Source: an optimization exercise on an open RTL-to-GDS flow (aim: small area, a short achievable clock period and few clock cycles per item). Production flows keep margins and buffers that such runs may drop.
At most, simulation tests tie the RTL to the original design; equivalence was not proved.

==> flow/design.v <==
package cwcc_pkg;
  localparam int WINDOW_SIZE = 120;
  localparam int POS_W       = 12;
  localparam int SYM_W       = 3;
  localparam int T_W         = 23;
  localparam int CHUNK       = 6;
  localparam int N_CHUNK     = (T_W + CHUNK - 1) / CHUNK;
  localparam int FLUSH       = N_CHUNK - 1;
  localparam int SUM_BITS    = T_W + 2;
endpackage
module cwcc_term (
  input  logic       clk,
  input  logic [7:0] pixel,
  input  logic       add,
  input  logic       keep,
  input  logic       shift,
  output logic [cwcc_pkg::T_W-1:0] t
);
  localparam int TW = cwcc_pkg::T_W;
  localparam int CH = cwcc_pkg::CHUNK;
  logic [8:0]    v;
  logic [TW-1:0] a, b, s;
  logic [TW:0]   c;
  logic [cwcc_pkg::N_CHUNK-1:0] carry_r;
  always_comb begin
    v = {pixel ^ 8'h7F, 1'b1};
    for (int i = 0; i < TW; i++) begin
      a[i] = t[i] & keep;
      b[i] = (add & v[(i < 8) ? i : 8]) | (shift & t[(i < TW - 1) ? i + 1 : TW - 1]);
    end
    c[0] = 1'b0;
    for (int i = 0; i < TW; i++) begin
      logic ci;
      if (i % CH == 0 && i != 0) ci = carry_r[i / CH - 1] & keep;
      else ci = c[i];
      s[i]   = a[i] ^ b[i] ^ ci;
      c[i+1] = (a[i] & b[i]) | (ci & (a[i] ^ b[i]));
    end
  end
  always_ff @(posedge clk) begin
    t <= s;
    for (int j = 0; j < cwcc_pkg::N_CHUNK - 1; j++) carry_r[j] <= c[(j + 1) * CH];
  end
endmodule
module cwcc_classify (
  input  logic [2:0] neg,        
  input  logic [2:0] nonzero,    
  input  logic       sum_neg,
  input  logic       sum_nonzero,
  input  logic       octal_mode,
  output logic [cwcc_pkg::SYM_W-1:0] symbol
);
  logic [2:0] pos;
  logic [7:0] ok;
  logic [cwcc_pkg::SYM_W-1:0] oct_sym;
  always_comb begin
    pos = nonzero & ~neg;
    ok[0] = (neg & ~3'b000) == '0 && (pos & 3'b000) == '0;
    ok[1] = (neg & ~3'b111) == '0 && (pos & 3'b111) == '0;
    ok[2] = (neg & ~3'b001) == '0 && (pos & 3'b001) == '0;
    ok[3] = (neg & ~3'b100) == '0 && (pos & 3'b100) == '0;
    ok[4] = (neg & ~3'b010) == '0 && (pos & 3'b010) == '0;
    ok[5] = (neg & ~3'b101) == '0 && (pos & 3'b101) == '0;
    ok[6] = (neg & ~3'b011) == '0 && (pos & 3'b011) == '0;
    ok[7] = (neg & ~3'b110) == '0 && (pos & 3'b110) == '0;
    oct_sym = 3'd7;
    for (int i = 6; i >= 0; i--) begin
      if (ok[i]) oct_sym = 3'(i);
    end
    if (octal_mode) symbol = oct_sym;
    else            symbol = {2'b00, !sum_neg && sum_nonzero};
  end
endmodule
module center_window_color_classifier (
  input  logic             clk,
  input  logic             rst_n,
  input  logic             cfg_valid,
  output logic             cfg_ready,
  input  logic [1:0]       cfg_index,
  input  logic [cwcc_pkg::POS_W-1:0] cfg_data,
  input  logic             in_valid,
  output logic             in_ready,
  input  logic [7:0]       in_pixel_blue,
  input  logic [7:0]       in_pixel_green,
  input  logic [7:0]       in_pixel_red,
  input  logic             in_frame_start,
  output logic             out_valid,
  input  logic             out_ready,
  output logic [cwcc_pkg::SYM_W-1:0] out_symbol
);
  localparam int PW        = cwcc_pkg::POS_W;
  localparam int FLUSH_END = cwcc_pkg::FLUSH;                      
  localparam int SHIFT_END = cwcc_pkg::FLUSH + cwcc_pkg::SUM_BITS;  
  localparam int CNT_W     = $clog2(SHIFT_END + 3);
  function automatic logic lt(input logic [PW:0] a, input logic [PW:0] b);
    logic br;
    br = 1'b0;
    for (int i = 0; i <= PW; i++) br = (~a[i] & b[i]) | (~a[i] & br) | (b[i] & br);
    lt = br;
  endfunction
  typedef struct packed {
    logic in_win;    
    logic at_end;    
  } axis_t;
  function automatic axis_t axis_0(input logic [PW-1:0] ext);
    axis_0 = {ext <= PW'(121), ext <= PW'(1)};
  endfunction
  function automatic axis_t axis_1(input logic [PW-1:0] ext);
    axis_1 = {(ext <= PW'(123)) && (ext >= PW'(2)), ext <= PW'(2)};
  endfunction
  logic [PW-1:0] frame_width_r, frame_height_r;
  logic          octal_mode_r, mode_f;
  logic [PW-1:0] column_r, row_r;
  axis_t         fx_r, fy_r;         
  logic          recompute_x_r, recompute_y_r;
  logic          in_ready_r;
  logic          out_valid_r;
  logic [cwcc_pkg::SYM_W-1:0] out_symbol_r, symbol;
  logic [7:0]    pix_blue_r, pix_green_r, pix_red_r;
  logic          add_r, keep_r, shift_r;
  logic          busy_r;
  logic [CNT_W-1:0] count_r;
  logic [1:0]    sum_carry_r;
  logic          sum_bit_r, sum_nz_r;
  logic [2:0]    term_nz_r, term_neg_r;
  logic          unit_y, unit_inc;
  logic [PW-1:0] unit_pos, unit_ext_reg, unit_ext, unit_half, unit_em1;
  logic [PW:0]   unit_p, unit_lo, unit_hi;
  axis_t         unit_f;
  axis_t         x0, x1, y0, y1;
  axis_t         fx_nf, fy_nf, fx_f, fy_f;    
  logic          ix, le, iy, ye;
  logic          accept, in_win, frame_end, finishing, size_write;
  logic [cwcc_pkg::T_W-1:0] t_blue, t_green, t_red;
  logic [2:0]    lsb;
  logic [2:0]    sum_now;
  assign cfg_ready = 1'b1;
  always_comb begin
    unit_y       = recompute_y_r || (!recompute_x_r && fx_r.at_end);
    unit_inc     = !recompute_x_r && !recompute_y_r;
    unit_pos     = unit_y ? row_r : column_r;
    unit_ext_reg = unit_y ? frame_height_r : frame_width_r;
    unit_p       = {1'b0, unit_pos} + (PW+1)'(unit_inc);
    unit_ext     = {unit_ext_reg[PW-1:1], unit_ext_reg[0] | (unit_ext_reg == '0)};
    unit_half    = {1'b0, unit_ext_reg[PW-1:1]};
    unit_em1     = unit_ext - PW'(1);
    unit_lo      = {1'b0, unit_half} - (PW+1)'(60);
    unit_hi      = {1'b0, unit_half} + (PW+1)'(60);
    unit_f = {(unit_half <= PW'(60) || !lt(unit_p, unit_lo)) && lt(unit_p, unit_hi) &&
              lt(unit_p, {1'b0, unit_ext}),
              !lt(unit_p, {1'b0, unit_em1})};
    x0 = axis_0(frame_width_r);
    x1 = axis_1(frame_width_r);
    y0 = axis_0(frame_height_r);
    y1 = axis_1(frame_height_r);
    if (fx_r.at_end) begin
      fx_nf = x0;
      fy_nf = unit_f;
    end else begin
      fx_nf = unit_f;
      fy_nf = fy_r;
    end
    if (x0.at_end) begin
      fx_f = x0;
      fy_f = y1;
    end else begin
      fx_f = x1;
      fy_f = y0;
    end
    accept = in_valid && in_ready_r;
    if (in_frame_start) begin
      {ix, le} = x0;
      {iy, ye} = y0;
    end else begin
      {ix, le} = fx_r;
      {iy, ye} = fy_r;
    end
    in_win     = ix && iy;
    frame_end  = le && ye;
    size_write = cfg_valid && !cfg_index[1];
    finishing  = busy_r && (count_r > CNT_W'(SHIFT_END + 1)) && (!out_valid_r || out_ready);
    lsb     = {t_blue[0], t_green[0], t_red[0]};
    sum_now = 3'(lsb[2]) + 3'(lsb[1]) + 3'(lsb[0]) + 3'(sum_carry_r);
  end
  cwcc_term u_term_blue  (.clk(clk), .pixel(pix_blue_r),  .add(add_r), .keep(keep_r),
                          .shift(shift_r), .t(t_blue));
  cwcc_term u_term_green (.clk(clk), .pixel(pix_green_r), .add(add_r), .keep(keep_r),
                          .shift(shift_r), .t(t_green));
  cwcc_term u_term_red   (.clk(clk), .pixel(pix_red_r),   .add(add_r), .keep(keep_r),
                          .shift(shift_r), .t(t_red));
  cwcc_classify u_classify (
    .neg         (term_neg_r),
    .nonzero     (term_nz_r),
    .sum_neg     (sum_bit_r),
    .sum_nonzero (sum_nz_r),
    .octal_mode  (mode_f),
    .symbol      (symbol)
  );
  always_ff @(posedge clk) begin
    if (!rst_n) begin
      frame_width_r  <= PW'(1280);
      frame_height_r <= PW'(720);
      octal_mode_r   <= 1'b0;
      column_r       <= '0;
      row_r          <= '0;
      recompute_x_r  <= 1'b1;
      recompute_y_r  <= 1'b0;
      in_ready_r     <= 1'b0;
      out_valid_r    <= 1'b0;
      add_r          <= 1'b0;
      keep_r         <= 1'b0;
      shift_r        <= 1'b0;
      busy_r         <= 1'b0;
    end else begin
      if (cfg_valid) begin
        case (cfg_index)
          2'd0: frame_width_r  <= cfg_data;
          2'd1: frame_height_r <= cfg_data;
          2'd2: octal_mode_r   <= cfg_data[0];
          default: ;
        endcase
      end
      recompute_x_r <= size_write;
      recompute_y_r <= recompute_x_r && !size_write;
      add_r <= accept && in_win;
      keep_r  <= !(accept && in_frame_start) &&
                 !(busy_r && count_r >= CNT_W'(FLUSH_END) && count_r <= CNT_W'(SHIFT_END));
      shift_r <= busy_r && count_r >= CNT_W'(FLUSH_END) && count_r < CNT_W'(SHIFT_END);
      if (accept) begin
        if (in_frame_start) begin
          column_r <= x0.at_end ? '0 : PW'(1);
          row_r    <= (x0.at_end && !y0.at_end) ? PW'(1) : '0;
        end else if (frame_end) begin
          column_r <= '0;
          row_r    <= '0;
        end else if (fx_r.at_end) begin
          column_r <= '0;
          row_r    <= unit_p[PW-1:0];
        end else begin
          column_r <= unit_p[PW-1:0];
        end
      end
      if (accept && frame_end) busy_r <= 1'b1;
      else if (finishing)      busy_r <= 1'b0;
      in_ready_r <= !size_write && !recompute_x_r && !(accept && frame_end) &&
                    (!busy_r || finishing);
      if (finishing) begin
        out_valid_r <= 1'b1;
      end else if (out_ready) begin
        out_valid_r <= 1'b0;
      end
    end
  end
  always_ff @(posedge clk) begin
    if (recompute_x_r) begin
      fx_r <= unit_f;
    end else if (recompute_y_r) begin
      fy_r <= unit_f;
    end else if (accept) begin
      if (frame_end) begin
        fx_r <= x0;
        fy_r <= y0;
      end else if (in_frame_start) begin
        fx_r <= fx_f;
        fy_r <= fy_f;
      end else begin
        fx_r <= fx_nf;
        fy_r <= fy_nf;
      end
    end
    pix_blue_r  <= in_pixel_blue;
    pix_green_r <= in_pixel_green;
    pix_red_r   <= in_pixel_red;
    if (accept && frame_end) mode_f <= octal_mode_r;
    if (!busy_r) count_r <= '0;
    else if (count_r <= CNT_W'(SHIFT_END + 1)) count_r <= count_r + CNT_W'(1);
    if (!busy_r) begin
      sum_carry_r <= '0;
      sum_bit_r   <= 1'b0;
      sum_nz_r    <= 1'b0;
      term_nz_r   <= '0;
    end else if (shift_r) begin
      sum_carry_r <= sum_now[2:1];
      sum_bit_r   <= sum_now[0];
      sum_nz_r    <= sum_nz_r || sum_now[0];
      term_nz_r   <= term_nz_r | lsb;
      term_neg_r  <= {t_blue[cwcc_pkg::T_W-1], t_green[cwcc_pkg::T_W-1], t_red[cwcc_pkg::T_W-1]};
    end
    if (finishing) out_symbol_r <= symbol;
  end
  assign in_ready   = in_ready_r;
  assign out_valid  = out_valid_r;
  assign out_symbol = out_symbol_r;
endmodule
Settings: LEC_CHECK=0, CAP_MARGIN=20, CORE_MARGIN=2, CORE_UTILIZATION=40, SLEW_MARGIN=20; clock period 10.0 ns.
standard.sh (not shown) runs the stock make flow with config.mk's settings and CLKGATE_MAP_FILE= SYNTH_SCRIPT=/design/flow/synth_recipe.tcl, a recipe that flattens the netlist after the stock synthesis.
==> flow/flow/run.sh <==
#!/bin/bash
# Standard layout, with the timing repair steps asked to leave setup slack
# beyond the clock period (SETUP_SLACK_MARGIN), so that the achieved period
# drops below the set one. Everything else is the standard flow.
set -euo pipefail
bash standard.sh SETUP_SLACK_MARGIN=7 finish > standard_flow.log 2>&1
Edit:
--- a/flow/design.v
+++ b/flow/design.v
@@ -111,5 +111,5 @@
   logic [PW-1:0] frame_width_r, frame_height_r;
   logic          octal_mode_r, mode_f;
-  logic [PW-1:0] column_r, row_r;
+  logic [PW-1:0] column_r, row_r;    
   axis_t         fx_r, fy_r;         
   logic          recompute_x_r, recompute_y_r;
@@ -123,13 +123,14 @@
   logic [1:0]    sum_carry_r;
   logic          sum_bit_r, sum_nz_r;
-  logic [2:0]    term_nz_r, term_neg_r;
+  logic [2:0]    term_nz_r;
   logic          unit_y, unit_inc;
-  logic [PW-1:0] unit_pos, unit_ext_reg, unit_ext, unit_half, unit_em1;
+  logic [PW-1:0] unit_pos, unit_ext_reg, unit_ext, unit_half;
   logic [PW:0]   unit_p, unit_lo, unit_hi;
   axis_t         unit_f;
+  logic          unit_lt_e;
   axis_t         x0, x1, y0, y1;
   axis_t         fx_nf, fy_nf, fx_f, fy_f;    
   logic          ix, le, iy, ye;
-  logic          accept, in_win, frame_end, finishing, size_write;
+  logic          accept, in_win, frame_end, go, finishing, size_write;
   logic [cwcc_pkg::T_W-1:0] t_blue, t_green, t_red;
   logic [2:0]    lsb;
@@ -144,10 +145,10 @@
     unit_ext     = {unit_ext_reg[PW-1:1], unit_ext_reg[0] | (unit_ext_reg == '0)};
     unit_half    = {1'b0, unit_ext_reg[PW-1:1]};
-    unit_em1     = unit_ext - PW'(1);
-    unit_lo      = {1'b0, unit_half} - (PW+1)'(60);
-    unit_hi      = {1'b0, unit_half} + (PW+1)'(60);
+    unit_lo      = {1'b0, unit_half} - (PW+1)'(59);
+    unit_hi      = {1'b0, unit_half} + (PW+1)'(61);
+    unit_lt_e    = lt(unit_p, {1'b0, unit_ext});
     unit_f = {(unit_half <= PW'(60) || !lt(unit_p, unit_lo)) && lt(unit_p, unit_hi) &&
-              lt(unit_p, {1'b0, unit_ext}),
-              !lt(unit_p, {1'b0, unit_em1})};
+              (unit_lt_e || unit_p == {1'b0, unit_ext}),
+              !unit_lt_e};
     x0 = axis_0(frame_width_r);
     x1 = axis_1(frame_width_r);
@@ -179,5 +180,6 @@
     frame_end  = le && ye;
     size_write = cfg_valid && !cfg_index[1];
-    finishing  = busy_r && (count_r > CNT_W'(SHIFT_END + 1)) && (!out_valid_r || out_ready);
+    go         = busy_r && count_r == CNT_W'(FLUSH_END) && (!out_valid_r || out_ready);
+    finishing  = busy_r && count_r == CNT_W'(SHIFT_END + 1);
     lsb     = {t_blue[0], t_green[0], t_red[0]};
     sum_now = 3'(lsb[2]) + 3'(lsb[1]) + 3'(lsb[0]) + 3'(sum_carry_r);
@@ -190,5 +192,5 @@
                           .shift(shift_r), .t(t_red));
   cwcc_classify u_classify (
-    .neg         (term_neg_r),
+    .neg         ({t_blue[cwcc_pkg::T_W-1], t_green[cwcc_pkg::T_W-1], t_red[cwcc_pkg::T_W-1]}),
     .nonzero     (term_nz_r),
     .sum_neg     (sum_bit_r),
@@ -202,6 +204,6 @@
       frame_height_r <= PW'(720);
       octal_mode_r   <= 1'b0;
-      column_r       <= '0;
-      row_r          <= '0;
+      column_r       <= PW'(1);
+      row_r          <= PW'(1);
       recompute_x_r  <= 1'b1;
       recompute_y_r  <= 1'b0;
@@ -224,16 +226,16 @@
       recompute_y_r <= recompute_x_r && !size_write;
       add_r <= accept && in_win;
-      keep_r  <= !(accept && in_frame_start) &&
-                 !(busy_r && count_r >= CNT_W'(FLUSH_END) && count_r <= CNT_W'(SHIFT_END));
-      shift_r <= busy_r && count_r >= CNT_W'(FLUSH_END) && count_r < CNT_W'(SHIFT_END);
+      keep_r  <= !(accept && in_frame_start) && !go &&
+                 !(busy_r && count_r > CNT_W'(FLUSH_END) && count_r <= CNT_W'(SHIFT_END));
+      shift_r <= go || (busy_r && count_r > CNT_W'(FLUSH_END) && count_r < CNT_W'(SHIFT_END));
       if (accept) begin
         if (in_frame_start) begin
-          column_r <= x0.at_end ? '0 : PW'(1);
-          row_r    <= (x0.at_end && !y0.at_end) ? PW'(1) : '0;
+          column_r <= x0.at_end ? PW'(1) : PW'(2);
+          row_r    <= (x0.at_end && !y0.at_end) ? PW'(2) : PW'(1);
         end else if (frame_end) begin
-          column_r <= '0;
-          row_r    <= '0;
+          column_r <= PW'(1);
+          row_r    <= PW'(1);
         end else if (fx_r.at_end) begin
-          column_r <= '0;
+          column_r <= PW'(1);
           row_r    <= unit_p[PW-1:0];
         end else begin
@@ -274,5 +276,5 @@
     if (accept && frame_end) mode_f <= octal_mode_r;
     if (!busy_r) count_r <= '0;
-    else if (count_r <= CNT_W'(SHIFT_END + 1)) count_r <= count_r + CNT_W'(1);
+    else if (count_r != CNT_W'(FLUSH_END) || go) count_r <= count_r + CNT_W'(1);
     if (!busy_r) begin
       sum_carry_r <= '0;
@@ -285,5 +287,4 @@
       sum_nz_r    <= sum_nz_r || sum_now[0];
       term_nz_r   <= term_nz_r | lsb;
-      term_neg_r  <= {t_blue[cwcc_pkg::T_W-1], t_green[cwcc_pkg::T_W-1], t_red[cwcc_pkg::T_W-1]};
     end
     if (finishing) out_symbol_r <= symbol;
Setup slack loses 0.036 ns.
Wire length is lower by 8.3%.
Clock-buffer cell count stays the same.
Maximum frequency is lower by 0.97%.
Synthesized area drops by 1.3%.
Sequential share of layout area climbs by 0.18 points.
Global-route usage came out lower by 1.2 points.
Testbench counts after the change, summed over its fixed seeds: cycles 2,738,436, pixels 2,736,476.
Only the layout flow was run in the first run of this note; the RTL was not checked for function there.

[separate check: timing with driven ports]
The flow's constraints put no driver on any port. The routed layouts listed below were extracted and timed again, unchanged, in two steps. Step 1 sets driving cells, clkbuf_16 on the clock port and buf_2 on the other inputs (assumed; they add their load-dependent delay and slew). Step 2 moves the port delays by t, midway between the first and last clock arrival at a register: inputs arrive t later, outputs are due t later. That takes back most of the time a late clock gives input paths. Slacks: ideal ports / drivers / drivers and shift; pairs: ideal ports / drivers.
run	t (ns)	slack for setup (ns)	latest minus earliest clock arrival (ns)	worst register clock-pin slew, ns	pins driven straight from the clock port
the first run	0.487	6.299 / 6.299 / 6.153	0.015 / 0.016	0.08 / 0.08	1
the second run	0.488	6.263 / 6.263 / 6.263	0.019 / 0.019	0.09 / 0.09	1
After both steps setup and hold are still met in every run listed. For the first run, which loses most, drivers alone change the setup slack by 0.000 ns; drivers and shift together by -0.146 ns.
